This is an optimization exercise on Yosys and OpenROAD, whose aim is small area and a short achievable clock period, not a production implementation. Only simulation tests tie the RTL to the original design; equivalence was not proved.

## P
==> flow/design.v <==
package fft_pkg;
  localparam int BIT_WIDTH = 24;
  localparam int N_PTS = 16;
  localparam int SIZE_W = 4;
  localparam int BANKS = 2;
  typedef struct packed {
    logic signed [BIT_WIDTH-1:0] re;
    logic signed [BIT_WIDTH-1:0] im;
  } sample_t;
  typedef enum logic [1:0] {IDLE, FETCH, SEND} rd_state_e;
endpackage
module pingpong_ram #(
  parameter int W = 2 * fft_pkg::BIT_WIDTH,
  parameter int AW = $clog2(fft_pkg::BANKS) + fft_pkg::SIZE_W
) (
  input  logic            clk,
  input  logic            we,
  input  logic [AW-1:0]   waddr,
  input  logic            wbank_n,
  input  logic [W-1:0]    wdata,
  input  logic            re,
  input  logic [2**AW-1:0] rsel,
  output logic [W-1:0]    rdata
);
  localparam int R = 2 ** AW;
  logic [W-1:0] mem [R];
  logic [R-1:0] wsel, wkeep;
  logic [W-1:0] rmux, rdata_q;
  always_comb begin
    for (int r = 0; r < R; r++) begin
      wsel[r] = we && waddr == AW'(r);
      wkeep[r] = !(we && waddr[AW-2:0] == (AW-1)'(r) && wbank_n != r[AW-1]);
    end
    rmux = '0;
    for (int r = 0; r < R; r++) rmux = rmux | (rsel[r] ? mem[r] : '0);
  end
  always_ff @(posedge clk)
    for (int r = 0; r < R; r++) mem[r] <= ({W{wsel[r]}} & wdata) | ({W{wkeep[r]}} & mem[r]);
  always_ff @(posedge clk)
    if (re) rdata_q <= rmux;
  assign rdata = rdata_q;
endmodule
module fft_output_reorder #(
  parameter int bit_width = fft_pkg::BIT_WIDTH,
  parameter int N = fft_pkg::N_PTS,
  parameter int SIZE = fft_pkg::SIZE_W
) (
  input  logic                        clk,
  input  logic                        rst_n,
  input  logic                        valid_i,
  input  logic signed [bit_width-1:0] Re_i,
  input  logic signed [bit_width-1:0] Im_i,
  input  logic [SIZE-1:0]             wr_ptr_i,
  output logic signed [bit_width-1:0] Re_o,
  output logic signed [bit_width-1:0] Im_o,
  output logic [SIZE-1:0]             idx_o,
  output logic                        valid_o,
  input  logic                        ready_i,
  output logic                        last_o,
  output logic                        frame_done_o,
  output logic                        overflow_o
);
  logic [1:0] full_q, full_d;
  logic wr_bank_q, wr_bank_d, wr_bank_n_q, overflow_q, overflow_d;
  logic [SIZE-1:0] wr_cnt_q, wr_cnt_d;
  logic fetch_q, fetch_d, valid_q, valid_d, last_q, last_d, done_q, done_d;
  logic rd_bank_q, rd_bank_d;
  logic [SIZE-1:0] rd_idx_q, rd_idx_d;
  logic cnt15_q, wfull_q, same_q, ofull_q, anyfull_q;
  logic [2*N-1:0] rsel_q;
  logic valid_oq, last_oq;
  logic [SIZE-1:0] idx_oq;
  logic wr_ok, acc, last_acc, fill, idle, rd_en, rd_adv;
  logic [2*bit_width-1:0] rdata;
  always_comb begin
    acc = valid_q && ready_i;
    last_acc = last_q && ready_i;
    idle = !fetch_q && !valid_q;
    wr_ok = valid_i && (!wfull_q || (last_acc && same_q));
    fill = wr_ok && cnt15_q;
    full_d = full_q;
    if (last_acc) full_d[rd_bank_q] = 1'b0;
    if (fill) full_d[wr_bank_q] = 1'b1;
    wr_cnt_d = wr_ok ? wr_cnt_q + 1'b1 : wr_cnt_q;
    wr_bank_d = wr_bank_q ^ fill;
    overflow_d = overflow_q | (valid_i && !wr_ok);
    done_d = last_acc;
    fetch_d = (idle && (anyfull_q || fill)) ||
              (last_acc && (ofull_q || (fill && !same_q)));
    valid_d = fetch_q || (valid_q && !last_acc);
    rd_bank_d = rd_bank_q ^ last_acc;
    rd_idx_d = acc ? rd_idx_q + 1'b1 : rd_idx_q;
    last_d = acc ? rd_idx_q == SIZE'(N - 2) : last_q;
    rd_en = fetch_q || ready_i;
    rd_adv = fetch_q || (acc && !last_q);
  end
  always_ff @(posedge clk or negedge rst_n)
    if (!rst_n) begin
      full_q <= '0;
      wr_bank_q <= 1'b0;
      wr_bank_n_q <= 1'b1;
      wr_cnt_q <= '0;
      overflow_q <= 1'b0;
      fetch_q <= 1'b0;
      valid_q <= 1'b0;
      last_q <= 1'b0;
      rd_bank_q <= 1'b0;
      rd_idx_q <= '0;
      done_q <= 1'b0;
      cnt15_q <= 1'b0;
      wfull_q <= 1'b0;
      same_q <= 1'b1;
      ofull_q <= 1'b0;
      anyfull_q <= 1'b0;
      valid_oq <= 1'b0;
      last_oq <= 1'b0;
      idx_oq <= '0;
    end else begin
      full_q <= full_d;
      wr_bank_q <= wr_bank_d;
      wr_bank_n_q <= !wr_bank_d;
      wr_cnt_q <= wr_cnt_d;
      overflow_q <= overflow_d;
      fetch_q <= fetch_d;
      valid_q <= valid_d;
      last_q <= last_d;
      rd_bank_q <= rd_bank_d;
      rd_idx_q <= rd_idx_d;
      done_q <= done_d;
      cnt15_q <= wr_cnt_d == SIZE'(N - 1);
      wfull_q <= full_d[wr_bank_d];
      same_q <= rd_bank_d == wr_bank_d;
      ofull_q <= full_d[!rd_bank_d];
      anyfull_q <= |full_d;
      if (fetch_q) valid_oq <= 1'b1;
      else if (last_acc) valid_oq <= 1'b0;
      if (acc && rd_idx_q == SIZE'(N - 2)) last_oq <= 1'b1;
      else if (last_acc) last_oq <= 1'b0;
      if (acc) idx_oq <= idx_oq + 1'b1;
    end
  always_ff @(posedge clk or negedge rst_n)
    if (!rst_n) rsel_q <= (2*N)'(1);
    else if (rd_adv) rsel_q <= {rsel_q[2*N-2:0], rsel_q[2*N-1]};
  pingpong_ram #(.W(2 * bit_width), .AW(SIZE + 1)) u_ram (
    .clk     (clk),
    .we      (wr_ok),
    .waddr   ({wr_bank_q, wr_ptr_i}),
    .wbank_n (wr_bank_n_q),
    .wdata   ({Re_i, Im_i}),
    .re      (rd_en),
    .rsel    (rsel_q),
    .rdata   (rdata)
  );
  assign Re_o = rdata[2*bit_width-1:bit_width];
  assign Im_o = rdata[bit_width-1:0];
  assign idx_o = idx_oq;
  assign valid_o = valid_oq;
  assign last_o = last_oq;
  assign frame_done_o = done_q;
  assign overflow_o = overflow_q;
endmodule
export LEC_CHECK = 0
export CAP_MARGIN = 20
export CORE_MARGIN = 2
export CORE_UTILIZATION = 45
export CTS_CLUSTER_DIAMETER = 60
export CTS_CLUSTER_SIZE = 20
export HOLD_SLACK_MARGIN = 0.1
export SETUP_SLACK_MARGIN = 1.2
export SLEW_MARGIN = 20
create_clock -name core_clock -period 3.5 [get_ports {clk}]
standard.sh (not shown) runs the stock make flow with config.mk's settings and CLKGATE_MAP_FILE= SYNTH_SCRIPT=/design/flow/synth_recipe.tcl, a recipe that flattens the netlist after the stock synthesis.
==> flow/flow/run.sh <==
#!/bin/bash
# The standard layout, with the port buffers made as buf_4 cells rather than the
# default buffer_ports choice. Make's full output goes to standard.log here; the
# ORFS step logs stay under orfs/logs.
set -euo pipefail
export BUFFER_PORTS_ARGS="-buffer_cell sky130_fd_sc_hd__buf_4"
bash standard.sh > standard.log 2>&1
In summary, P completed successfully, with a layout that passed the timing, design-rule and antenna checks.
Inputs modified between P and Q:
Settings: clearing HOLD_SLACK_MARGIN, which used to be 0.1.
==> flow/run.sh (new file) <==
#!/bin/bash
# synth_recipe.tcl (not shown) runs the flow's synth.tcl, then flattens the netlist and writes it again
# the make line also repeats each setting of config.mk as NAME=value (left out here)
make -C /OpenROAD-flow-scripts/flow DESIGN_CONFIG=/design/flow/config.mk WORK_HOME=/design/flow/orfs CLKGATE_MAP_FILE= SYNTH_SCRIPT=/design/flow/synth_recipe.tcl finish
removed: flow/flow/run.sh
removed: flow/standard.sh
### Flow results
In Q the implementation ran to completion but is not tape-out ready, as the final checks report hold timing. Delta (Q minus P): data required time of the worst path shrank by 0.02 ns; number of cells upsized or downsized after cts rose by 45; number of antenna violations at the first check in global routing lower.
Changes in R relative to Q:
Settings: HOLD_SLACK_MARGIN: unset -> 0.1; SETUP_SLACK_MARGIN: 1.2 -> 1.4.
==> flow/flow/run.sh (new file) <==
#!/bin/bash
# The standard layout, with the port buffers made as buf_4 cells rather than the
# default buffer_ports choice. Make's full output goes to standard.log here; the
# ORFS step logs stay under orfs/logs.
set -euo pipefail
export BUFFER_PORTS_ARGS="-buffer_cell sky130_fd_sc_hd__buf_4"
bash standard.sh > standard.log 2>&1
==> flow/standard.sh (new file) <==
#!/bin/bash
# synth_recipe.tcl (not shown) runs the flow's synth.tcl, then flattens the netlist and writes it again
# the make line also repeats each setting of config.mk as NAME=value (left out here)
make -C /OpenROAD-flow-scripts/flow DESIGN_CONFIG=/design/flow/config.mk WORK_HOME=/design/flow/orfs CLKGATE_MAP_FILE= SYNTH_SCRIPT=/design/flow/synth_recipe.tcl "${@:-finish}"
removed: flow/run.sh
R failed in global routing (5_1_grt) with GRT-0232.
As far as number of buffers between clock root and the deepest sink goes, R and Q are indistinguishable; the numbers are identical.
Summary of R over Q: post-place setup slack moved up; placed standard-cell area shows a reduction of about 1.9%; area fraction in compound gates after synthesis held steady; total of flip-flops plus latches after synthesis comparable; total CTS buffers went up by about 9%.
Post-synthesis sequential area ratio: R vs Q — no meaningful difference
#### Input delta (S over R)
Settings: SETUP_SLACK_MARGIN: 1.4 -> 1.2.
==> flow/run.sh (new file) <==
#!/bin/bash
# synth_recipe.tcl (not shown) runs the flow's synth.tcl, then flattens the netlist and writes it again
# the make line also repeats each setting of config.mk as NAME=value (left out here)
make -C /OpenROAD-flow-scripts/flow DESIGN_CONFIG=/design/flow/config.mk WORK_HOME=/design/flow/orfs CLKGATE_MAP_FILE= SYNTH_SCRIPT=/design/flow/synth_recipe.tcl finish
removed: flow/flow/run.sh
removed: flow/standard.sh
==> notes.md <==
S completed; timing, DRC and antenna clean
Per the comparison of S with R, multiplexer area fraction after synthesis has remained practically unchanged, number of buffers created by CTS went down, gate count of the mapped netlist about even, setup fix buffers added after clock tree synthesis went down 134.
Re post-cts hold buffer count: no difference whatsoever between R and S.
Per the comparison of S with R, placer's final routability congestion estimate now sits higher; number of H-tree levels now sits lower; post-synthesis compound-gate area fraction now sits at about the same level; half-perimeter wire length after detailed placement now sits higher; total standard cell area after synthesis now sits at about the same level.
S -> R: placement row count delta 0, exact match

[afterwards: timing with drivers on the ports]
In the flow no input, the clock included, has a driving cell. The finished layouts below were timed again as built, in two steps.
Step 1 sets driving cells, clkbuf_16 on the clock port and buf_2 on the other inputs (assumed; they add their load-dependent delay and slew).
Step 2 moves the port delays by t, midway between the first and last clock arrival at a register: inputs arrive t later, outputs are due t later. That takes back most of the time a late clock gives input paths.
Slacks: ideal ports / drivers / drivers and shift; pairs: ideal ports / drivers.
run	t, ns	slack for setup (ns)	hold slack, ns	latest minus earliest clock arrival (ns)	pins driven straight from the clock port
P	0.857	1.060 / 1.060 / 0.709	0.389 / 0.329 / 0.481	0.072 / 0.072	1
Q	0.825	1.105 / 1.105 / 0.362	-0.021 / -0.076 / 0.474	0.040 / 0.040	1
S	0.826	1.106 / 1.106 / 0.365	0.473 / 0.449 / 0.473	0.035 / 0.035	1
The setup slack of Q, which loses most, moves by 0.000 ns with the drivers and by -0.743 ns with both steps.
